This design comes from an exercise in tuning for small area and a short achievable clock period on the open sky130 flow, not from production work. In this exercise RTL edits were held to simulation tests only and were not proved equivalent to the original. Power figures rest on the tool's default switching activity, not on a simulated workload.

==> module postadd_top, before the edit <==
module postadd_top (
    input  logic                      clk,
    input  logic                      rstn,
    input  logic [64-1:0]    in_val,
    input  logic [4-1:0]    in_carry,
    input  logic [2:0]                mode1,
    input  logic [2:0]                mode2,
    input  logic [2:0]                mode3,
    input  logic [1:0]                addr2,
    input  logic [1:0]                addr3,
    input  logic [1:0]                outsel,
    output logic [72-1:0]   result
);
    localparam int RW = 72;
    localparam int IW = 66;                
    localparam int NL = 3;                 
    localparam int LW = RW / NL;           
    localparam int NB = NL - 1;            
    localparam int SW = RW + 2 * NB;       
    localparam logic [RW-1:0] MOD = RW'(64'hFFFF_FFFF_FFFF_FFC5);
    logic [IW-1:0] op_sum;
    assign op_sum[15:0] = in_val[15:0];
    logic [3:0] cy;                      
    assign cy[0] = 1'b0;
    for (genvar j = 1; j < 4; j++) begin : g_blk
        logic [15:0] v, ones0, ones1, inc1, inc2, s0, s1;
        logic        all1, all1h, co_c, co_nc;
        assign v = in_val[16*j +: 16];
        pa_andpfx16 u_o0 (.v(v), .p(ones0));
        pa_andpfx16 u_o1 (.v({v[15:1], 1'b1}), .p(ones1));
        assign inc1  = v ^ {ones0[14:0], 1'b1};
        assign inc2  = v ^ {ones1[14:1], 2'b10};
        assign all1  = ones0[15];
        assign all1h = ones1[15];
        assign s0 = in_carry[j-1] ? inc1 : v;
        assign s1 = in_carry[j-1] ? inc2 : inc1;
        assign co_nc = in_carry[j-1] & all1;
        assign co_c  = in_carry[j-1] ? all1h : all1;
        pa_mux2 u_co (.s(cy[j-1]), .a(co_c), .b(co_nc), .y(cy[j]));
        for (genvar i = 0; i < 16; i++) begin : g_sel
            pa_mux2 u_sel (.s(cy[j-1]), .a(s1[i]), .b(s0[i]), .y(op_sum[16*j+i]));
        end
    end
    assign op_sum[65:64] = {in_carry[3] & cy[3], in_carry[3] ^ cy[3]};
    localparam logic [5:0] CTL_RST = 6'b000100;
    logic [5:0] dec [3];
    logic [2:0] mode [3];
    assign mode[0] = mode1;
    assign mode[1] = mode2;
    assign mode[2] = mode3;
    for (genvar l = 0; l < 3; l++) begin : g_dec
        always_comb begin
            case (mode[l])
                3'd1:    dec[l] = 6'b100100;
                3'd2:    dec[l] = 6'b100000;
                3'd3:    dec[l] = 6'b010001;
                3'd4:    dec[l] = 6'b010010;
                3'd5:    dec[l] = 6'b001001;
                default: dec[l] = 6'b000000;
            endcase
        end
    end
    logic [IW-1:0] op_i;
    logic [5:0]    ctl [3];
    logic [3:0]    a2_oh, a3_oh;           
    logic [2:0]    os_oh;                  
    logic          rst_q;
    always_ff @(posedge clk) begin
        rst_q  <= !rstn;
        op_i   <= op_sum;
        ctl[0] <= rstn ? dec[0] : CTL_RST;
        ctl[1] <= rstn ? dec[1] : CTL_RST;
        ctl[2] <= rstn ? dec[2] : CTL_RST;
        a2_oh  <= 4'b0001 << addr2;
        a3_oh  <= 4'b0001 << addr3;
        os_oh  <= rstn ? 3'(4'b0001 << outsel) : 3'b000;
    end
    logic [SW-1:0] reg1;
    logic [SW-1:0] file2 [4];
    logic [SW-1:0] file3 [4];
    logic [SW-1:0] g [3];
    logic [SW-1:0] n [3];
    always_comb begin
        g[0] = reg1;
        g[1] = '0;
        g[2] = '0;
        for (int e = 0; e < 4; e++) begin
            g[1] = g[1] | ({SW{a2_oh[e]}} & file2[e]);
            g[2] = g[2] | ({SW{a3_oh[e]}} & file3[e]);
        end
    end
    logic [RW-1:0] op_w;
    assign op_w = RW'(op_i);
    for (genvar l = 0; l < 3; l++) begin : g_lane
        logic [RW-1:0] x, xm, gm, p, v;
        logic [NB-1:0] ge, gmb, co;
        logic x_i, x_ni, x_np, mask_g, cin, inv_o;
        assign {x_i, x_ni, x_np, mask_g, cin, inv_o} = ctl[l];
        assign x  = ({RW{x_i}} & op_w) | ({RW{x_ni}} & ~op_w) | ({RW{x_np}} & ~MOD);
        assign xm = x & {RW{!mask_g}};
        assign gm = g[l][RW-1:0] & {RW{!mask_g}};
        assign ge = g[l][RW +: NB] & {NB{!mask_g}};
        assign gmb = g[l][RW+NB +: NB] & {NB{!mask_g}};
        assign p  = x ^ gm ^ {RW{inv_o}};
        for (genvar j = 0; j < NL; j++) begin : g_limb
            logic [LW-1:0] gb, tb;
            logic          co_j;
            for (genvar i = 0; i < LW; i++) begin : g_gen
                pa_gen u_gen (.x(x[j*LW+i]), .xm(xm[j*LW+i]), .nm(!mask_g), .g(g[l][j*LW+i]),
                              .gb(gb[i]), .tb(tb[i]));
            end
            padd24 i_pfx (.gb(gb), .tb(tb), .ci(j == 0 ? cin : ge[j == 0 ? 0 : j-1]),
                          .pp(p[j*LW +: LW]), .s(v[j*LW +: LW]), .co(co_j));
            if (j < NB) begin : g_co
                assign co[j] = co_j;
            end
        end
        assign n[l] = {gmb ^ {NB{inv_o}}, co ^ {NB{inv_o}}, v};
    end
    always_ff @(posedge clk) begin
        reg1 <= n[0];
        for (int e = 0; e < 4; e++) begin
            if (rst_q || a2_oh[e]) file2[e] <= n[1];
            if (rst_q || a3_oh[e]) file3[e] <= n[2];
        end
    end
    logic [SW-1:0] d1_n;                  
    logic [SW-1:0] d1;
    logic [RW-1:0] d2;
    logic [1:0]    t1;
    logic [2:0]    os_en;
    logic          z2;
    logic [1:0]    dl [NB];               
    assign os_en = os_oh & {3{rstn}};
    assign d1    = ~d1_n;
    for (genvar j = 0; j < NB; j++) begin : g_dl
        assign dl[j] = {1'b0, d1[RW + j]} - {1'b0, d1[RW + NB + j]};
    end
    always_ff @(posedge clk) begin
        d1_n <= ~(({SW{os_en[0]}} & n[0]) | ({SW{os_en[1]}} & n[1]) | ({SW{os_en[2]}} & n[2]));
        d2[0 +: LW]              <= d1[0 +: LW];
        {t1, d2[LW +: LW]}       <= {2'b0, d1[LW +: LW]} + {{LW{dl[0][1]}}, dl[0]};
        d2[2*LW +: LW]           <= d1[2*LW +: LW] + {{(LW-2){dl[1][1]}}, dl[1]};
        z2 <= !rstn;
        if (!rstn || z2) begin
            result <= '0;
        end else begin
            result[0 +: 2*LW]  <= d2[0 +: 2*LW];
            result[2*LW +: LW] <= d2[2*LW +: LW] + {{(LW-2){t1[1]}}, t1};
        end
    end
endmodule
export LEC_CHECK = 0
export CAP_MARGIN = 20
export CORE_MARGIN = 2
export CORE_UTILIZATION = 70
export CTS_CLUSTER_DIAMETER = 60
export CTS_CLUSTER_SIZE = 30
export SETUP_SLACK_MARGIN = 4.0
export SLEW_MARGIN = 20
export SYNTH_HIERARCHICAL = 1
export SYNTH_MINIMUM_KEEP_SIZE = 0
create_clock -name core_clock -period 7.0 [get_ports {clk}]
standard.sh (not shown) runs the stock make flow with config.mk's settings and CLKGATE_MAP_FILE= SYNTH_SCRIPT=/design/flow/synth_recipe.tcl, a recipe that flattens the netlist after the stock synthesis.
==> flow/flow/run.sh <==
#!/bin/bash
# The standard layout (standard.sh, unchanged synthesis and steps), except
# that the input and output port buffers are buf_4 cells, which timing repair
# can then size, instead of the delay cells buffer_ports picks by default.
set -euo pipefail
cd "$(dirname "$0")/.."
export BUFFER_PORTS_ARGS="-buffer_cell sky130_fd_sc_hd__buf_4"
bash standard.sh > standard.log 2>&1
Edit:
--- a/flow/design.v
+++ b/flow/design.v
@@ -284,10 +284,10 @@
         always_comb begin
             case (mode[l])
                 3'd1:    dec[l] = 6'b100100;
                 3'd2:    dec[l] = 6'b100000;
-                3'd3:    dec[l] = 6'b010001;
-                3'd4:    dec[l] = 6'b010010;
+                3'd3:    dec[l] = 6'b110001;
+                3'd4:    dec[l] = 6'b110010;
                 3'd5:    dec[l] = 6'b001001;
                 default: dec[l] = 6'b000000;
             endcase
         end
@@ -320,16 +320,14 @@
             g[1] = g[1] | ({SW{a2_oh[e]}} & file2[e]);
             g[2] = g[2] | ({SW{a3_oh[e]}} & file3[e]);
         end
     end
-    logic [RW-1:0] op_w;
-    assign op_w = RW'(op_i);
     for (genvar l = 0; l < 3; l++) begin : g_lane
         logic [RW-1:0] x, xm, gm, p, v;
         logic [NB-1:0] ge, gmb, co;
-        logic x_i, x_ni, x_np, mask_g, cin, inv_o;
-        assign {x_i, x_ni, x_np, mask_g, cin, inv_o} = ctl[l];
-        assign x  = ({RW{x_i}} & op_w) | ({RW{x_ni}} & ~op_w) | ({RW{x_np}} & ~MOD);
+        logic use_i, inv_i, use_p, mask_g, cin, inv_o;
+        assign {use_i, inv_i, use_p, mask_g, cin, inv_o} = ctl[l];
+        assign x  = (({RW{use_i}} & RW'(op_i)) ^ {RW{inv_i}}) | ({RW{use_p}} & ~MOD);
         assign xm = x & {RW{!mask_g}};
         assign gm = g[l][RW-1:0] & {RW{!mask_g}};
         assign ge = g[l][RW +: NB] & {NB{!mask_g}};
         assign gmb = g[l][RW+NB +: NB] & {NB{!mask_g}};
@@ -355,22 +353,20 @@
             if (rst_q || a2_oh[e]) file2[e] <= n[1];
             if (rst_q || a3_oh[e]) file3[e] <= n[2];
         end
     end
-    logic [SW-1:0] d1_n;                  
     logic [SW-1:0] d1;
     logic [RW-1:0] d2;
     logic [1:0]    t1;
     logic [2:0]    os_en;
     logic          z2;
     logic [1:0]    dl [NB];               
     assign os_en = os_oh & {3{rstn}};
-    assign d1    = ~d1_n;
     for (genvar j = 0; j < NB; j++) begin : g_dl
         assign dl[j] = {1'b0, d1[RW + j]} - {1'b0, d1[RW + NB + j]};
     end
     always_ff @(posedge clk) begin
-        d1_n <= ~(({SW{os_en[0]}} & n[0]) | ({SW{os_en[1]}} & n[1]) | ({SW{os_en[2]}} & n[2]));
+        d1 <= ({SW{os_en[0]}} & n[0]) | ({SW{os_en[1]}} & n[1]) | ({SW{os_en[2]}} & n[2]);
         d2[0 +: LW]              <= d1[0 +: LW];
         {t1, d2[LW +: LW]}       <= {2'b0, d1[LW +: LW]} + {{LW{dl[0][1]}}, dl[0]};
         d2[2*LW +: LW]           <= d1[2*LW +: LW] + {{(LW-2){dl[1][1]}}, dl[1]};
         z2 <= !rstn;
Effect:
- hold slack degrades by 0.031 ns
- worst setup slack gets worse by 0.017 ns
- design area stays flat
- wire length goes up by about 2%
- count of clock-buffer cells in the layout came out lower by 1

========
Another version of the RTL of postadd_top (not shown whole).
Size: ~5800 cells after synthesis, about 160 I/O pins, ~0.057 mm² of cells after synthesis.
==> module postadd_top, before the edit <==
module postadd_top (
    input  logic                      clk,
    input  logic                      rstn,
    input  logic [64-1:0]    in_val,
    input  logic [4-1:0]    in_carry,
    input  logic [2:0]                mode1,
    input  logic [2:0]                mode2,
    input  logic [2:0]                mode3,
    input  logic [1:0]                addr2,
    input  logic [1:0]                addr3,
    input  logic [1:0]                outsel,
    output logic [72-1:0]   result
);
    localparam int RW = 72;
    localparam int IW = 66;                
    localparam int NL = 3;                 
    localparam int LW = RW / NL;           
    localparam int NB = NL - 1;            
    localparam int SW = RW + 2 * NB;       
    localparam logic [RW-1:0] MOD = RW'(64'hFFFF_FFFF_FFFF_FFC5);
    logic [IW-1:0] op_sum;
    assign op_sum[15:0] = in_val[15:0];
    logic [3:0] cy;                      
    assign cy[0] = 1'b0;
    for (genvar j = 1; j < 4; j++) begin : g_blk
        logic [15:0] v, ones0, ones1, inc1, inc2, s0, s1;
        logic        all1, all1h, co_c, co_nc;
        assign v = in_val[16*j +: 16];
        pa_andpfx16 u_o0 (.v(v), .p(ones0));
        pa_andpfx16 u_o1 (.v({v[15:1], 1'b1}), .p(ones1));
        assign inc1  = v ^ {ones0[14:0], 1'b1};
        assign inc2  = v ^ {ones1[14:1], 2'b10};
        assign all1  = ones0[15];
        assign all1h = ones1[15];
        assign s0 = in_carry[j-1] ? inc1 : v;
        assign s1 = in_carry[j-1] ? inc2 : inc1;
        assign co_nc = in_carry[j-1] & all1;
        assign co_c  = in_carry[j-1] ? all1h : all1;
        pa_mux2 u_co (.s(cy[j-1]), .a(co_c), .b(co_nc), .y(cy[j]));
        for (genvar i = 0; i < 16; i++) begin : g_sel
            pa_mux2 u_sel (.s(cy[j-1]), .a(s1[i]), .b(s0[i]), .y(op_sum[16*j+i]));
        end
    end
    assign op_sum[65:64] = {in_carry[3] & cy[3], in_carry[3] ^ cy[3]};
    localparam logic [5:0] CTL_RST = 6'b000100;
    logic [5:0] dec [3];
    logic [2:0] mode [3];
    assign mode[0] = mode1;
    assign mode[1] = mode2;
    assign mode[2] = mode3;
    for (genvar l = 0; l < 3; l++) begin : g_dec
        always_comb begin
            case (mode[l])
                3'd1:    dec[l] = 6'b100100;
                3'd2:    dec[l] = 6'b100000;
                3'd3:    dec[l] = 6'b010001;
                3'd4:    dec[l] = 6'b010010;
                3'd5:    dec[l] = 6'b001001;
                default: dec[l] = 6'b000000;
            endcase
        end
    end
    logic [IW-1:0] op_i;
    logic [5:0]    ctl [3];
    logic [3:0]    a2_oh, a3_oh;           
    logic [2:0]    os_oh;                  
    logic          rst_q;
    always_ff @(posedge clk) begin
        rst_q  <= !rstn;
        op_i   <= op_sum;
        ctl[0] <= rstn ? dec[0] : CTL_RST;
        ctl[1] <= rstn ? dec[1] : CTL_RST;
        ctl[2] <= rstn ? dec[2] : CTL_RST;
        a2_oh  <= 4'b0001 << addr2;
        a3_oh  <= 4'b0001 << addr3;
        os_oh  <= rstn ? 3'(4'b0001 << outsel) : 3'b000;
    end
    logic [SW-1:0] reg1;
    logic [SW-1:0] file2 [4];
    logic [SW-1:0] file3 [4];
    logic [SW-1:0] g [3];
    logic [SW-1:0] n [3];
    always_comb begin
        g[0] = reg1;
        g[1] = '0;
        g[2] = '0;
        for (int e = 0; e < 4; e++) begin
            g[1] = g[1] | ({SW{a2_oh[e]}} & file2[e]);
            g[2] = g[2] | ({SW{a3_oh[e]}} & file3[e]);
        end
    end
    logic [RW-1:0] op_w;
    assign op_w = RW'(op_i);
    for (genvar l = 0; l < 3; l++) begin : g_lane
        logic [RW-1:0] x, xm, gm, p, v;
        logic [NB-1:0] ge, gmb, co;
        logic x_i, x_ni, x_np, mask_g, cin, inv_o;
        assign {x_i, x_ni, x_np, mask_g, cin, inv_o} = ctl[l];
        assign x  = ({RW{x_i}} & op_w) | ({RW{x_ni}} & ~op_w) | ({RW{x_np}} & ~MOD);
        assign xm = x & {RW{!mask_g}};
        assign gm = g[l][RW-1:0] & {RW{!mask_g}};
        assign ge = g[l][RW +: NB] & {NB{!mask_g}};
        assign gmb = g[l][RW+NB +: NB] & {NB{!mask_g}};
        assign p  = x ^ gm ^ {RW{inv_o}};
        for (genvar j = 0; j < NL; j++) begin : g_limb
            logic [LW-1:0] gb, tb;
            logic          co_j;
            for (genvar i = 0; i < LW; i++) begin : g_gen
                pa_gen u_gen (.x(x[j*LW+i]), .xm(xm[j*LW+i]), .nm(!mask_g), .g(g[l][j*LW+i]),
                              .gb(gb[i]), .tb(tb[i]));
            end
            padd24 i_pfx (.gb(gb), .tb(tb), .ci(j == 0 ? cin : ge[j == 0 ? 0 : j-1]),
                          .pp(p[j*LW +: LW]), .s(v[j*LW +: LW]), .co(co_j));
            if (j < NB) begin : g_co
                assign co[j] = co_j;
            end
        end
        assign n[l] = {gmb ^ {NB{inv_o}}, co ^ {NB{inv_o}}, v};
    end
    always_ff @(posedge clk) begin
        reg1 <= n[0];
        for (int e = 0; e < 4; e++) begin
            if (rst_q || a2_oh[e]) file2[e] <= n[1];
            if (rst_q || a3_oh[e]) file3[e] <= n[2];
        end
    end
    logic [SW-1:0] d1;
    logic [RW-1:0] d2;
    logic [1:0]    t1;
    logic [2:0]    os_en;
    logic          z2;
    logic [1:0]    dl [NB];               
    assign os_en = os_oh & {3{rstn}};
    for (genvar j = 0; j < NB; j++) begin : g_dl
        assign dl[j] = {1'b0, d1[RW + j]} - {1'b0, d1[RW + NB + j]};
    end
    always_ff @(posedge clk) begin
        d1 <= ({SW{os_en[0]}} & n[0]) | ({SW{os_en[1]}} & n[1]) | ({SW{os_en[2]}} & n[2]);
        d2[0 +: LW]              <= d1[0 +: LW];
        {t1, d2[LW +: LW]}       <= {2'b0, d1[LW +: LW]} + {{LW{dl[0][1]}}, dl[0]};
        d2[2*LW +: LW]           <= d1[2*LW +: LW] + {{(LW-2){dl[1][1]}}, dl[1]};
        z2 <= !rstn;
        if (!rstn || z2) begin
            result <= '0;
        end else begin
            result[0 +: 2*LW]  <= d2[0 +: 2*LW];
            result[2*LW +: LW] <= d2[2*LW +: LW] + {{(LW-2){t1[1]}}, t1};
        end
    end
endmodule
Settings: LEC_CHECK=0, CAP_MARGIN=20, CORE_MARGIN=2, CORE_UTILIZATION=60, CTS_CLUSTER_DIAMETER=60, CTS_CLUSTER_SIZE=30, SETUP_SLACK_MARGIN=4.0, SLEW_MARGIN=20, SYNTH_HIERARCHICAL=1, SYNTH_MINIMUM_KEEP_SIZE=0; clock period 7.0 ns.
Scripts as last shown in full above: flow/flow/run.sh
Next try:
--- a/flow/design.v
+++ b/flow/design.v
@@ -282,14 +282,14 @@
     assign mode[2] = mode3;
     for (genvar l = 0; l < 3; l++) begin : g_dec
         always_comb begin
             case (mode[l])
                 3'd1:    dec[l] = 6'b100100;
                 3'd2:    dec[l] = 6'b100000;
-                3'd3:    dec[l] = 6'b010001;
-                3'd4:    dec[l] = 6'b010010;
+                3'd3:    dec[l] = 6'b110001;
+                3'd4:    dec[l] = 6'b110010;
                 3'd5:    dec[l] = 6'b001001;
                 default: dec[l] = 6'b000000;
             endcase
         end
     end
     logic [IW-1:0] op_i;
@@ -318,20 +318,18 @@
         g[2] = '0;
         for (int e = 0; e < 4; e++) begin
             g[1] = g[1] | ({SW{a2_oh[e]}} & file2[e]);
             g[2] = g[2] | ({SW{a3_oh[e]}} & file3[e]);
         end
     end
-    logic [RW-1:0] op_w;
-    assign op_w = RW'(op_i);
     for (genvar l = 0; l < 3; l++) begin : g_lane
         logic [RW-1:0] x, xm, gm, p, v;
         logic [NB-1:0] ge, gmb, co;
-        logic x_i, x_ni, x_np, mask_g, cin, inv_o;
-        assign {x_i, x_ni, x_np, mask_g, cin, inv_o} = ctl[l];
-        assign x  = ({RW{x_i}} & op_w) | ({RW{x_ni}} & ~op_w) | ({RW{x_np}} & ~MOD);
+        logic use_i, inv_i, use_p, mask_g, cin, inv_o;
+        assign {use_i, inv_i, use_p, mask_g, cin, inv_o} = ctl[l];
+        assign x  = (({RW{use_i}} & RW'(op_i)) ^ {RW{inv_i}}) | ({RW{use_p}} & ~MOD);
         assign xm = x & {RW{!mask_g}};
         assign gm = g[l][RW-1:0] & {RW{!mask_g}};
         assign ge = g[l][RW +: NB] & {NB{!mask_g}};
         assign gmb = g[l][RW+NB +: NB] & {NB{!mask_g}};
         assign p  = x ^ gm ^ {RW{inv_o}};
         for (genvar j = 0; j < NL; j++) begin : g_limb
Outcome: The changed run completed without violations. Total power came out higher by 1.1%. Clock skew came out higher by 0.010 ns. Clock-buffer cell count came out lower by 8. Non-clock buffer count came out higher by 112. Cell count came out higher by 4.9%. Core utilization came out higher by 2.7 points. Wire length came out higher by 8.4%. Worst setup slack loses 0.057 ns. Area after synthesis came out higher by 0.98%. Flip-flop and latch count is unchanged. Final area came out higher by 5.5%.

==> port drivers added, routing unchanged <==
Ports are ideal in the flow. The routed layouts listed here were re-timed in OpenROAD. Step 1, drivers: a clkbuf_16 drives clk and a buf_2 each remaining input, both assumed. Step 2 also shifts input and output timing later by t, the mid clock arrival at the registers, as if the neighbouring blocks saw the same clock. Three values: ideal, step 1, step 2; two values: the first two.
| run | t (ns) | setup WS [ns] | hold WS [ns] | latest minus earliest clock arrival (ns) | cell pins on the clock port's net |
|---|---|---|---|---|---|
| the first run of note 1 | 0.738 | 3.874 / 3.874 / 3.302 | 0.361 / 0.361 / 0.361 | 0.043 / 0.044 | 1 |
| the second run of note 1 | 0.724 | 3.857 / 3.857 / 3.240 | 0.330 / 0.330 / 0.330 | 0.043 / 0.043 | 1 |
| the first run of note 2 | 0.754 | 4.011 / 4.011 / 3.262 | 0.333 / 0.333 / 0.333 | 0.029 / 0.029 | 1 |
| the second run of note 2 | 0.743 | 3.954 / 3.954 / 3.335 | 0.331 / 0.331 / 0.331 | 0.043 / 0.042 | 1 |
After both steps setup and hold are still met in every run listed. For the first run of note 2, which loses most, drivers alone change the setup slack by 0.000 ns; drivers and shift together by -0.749 ns.
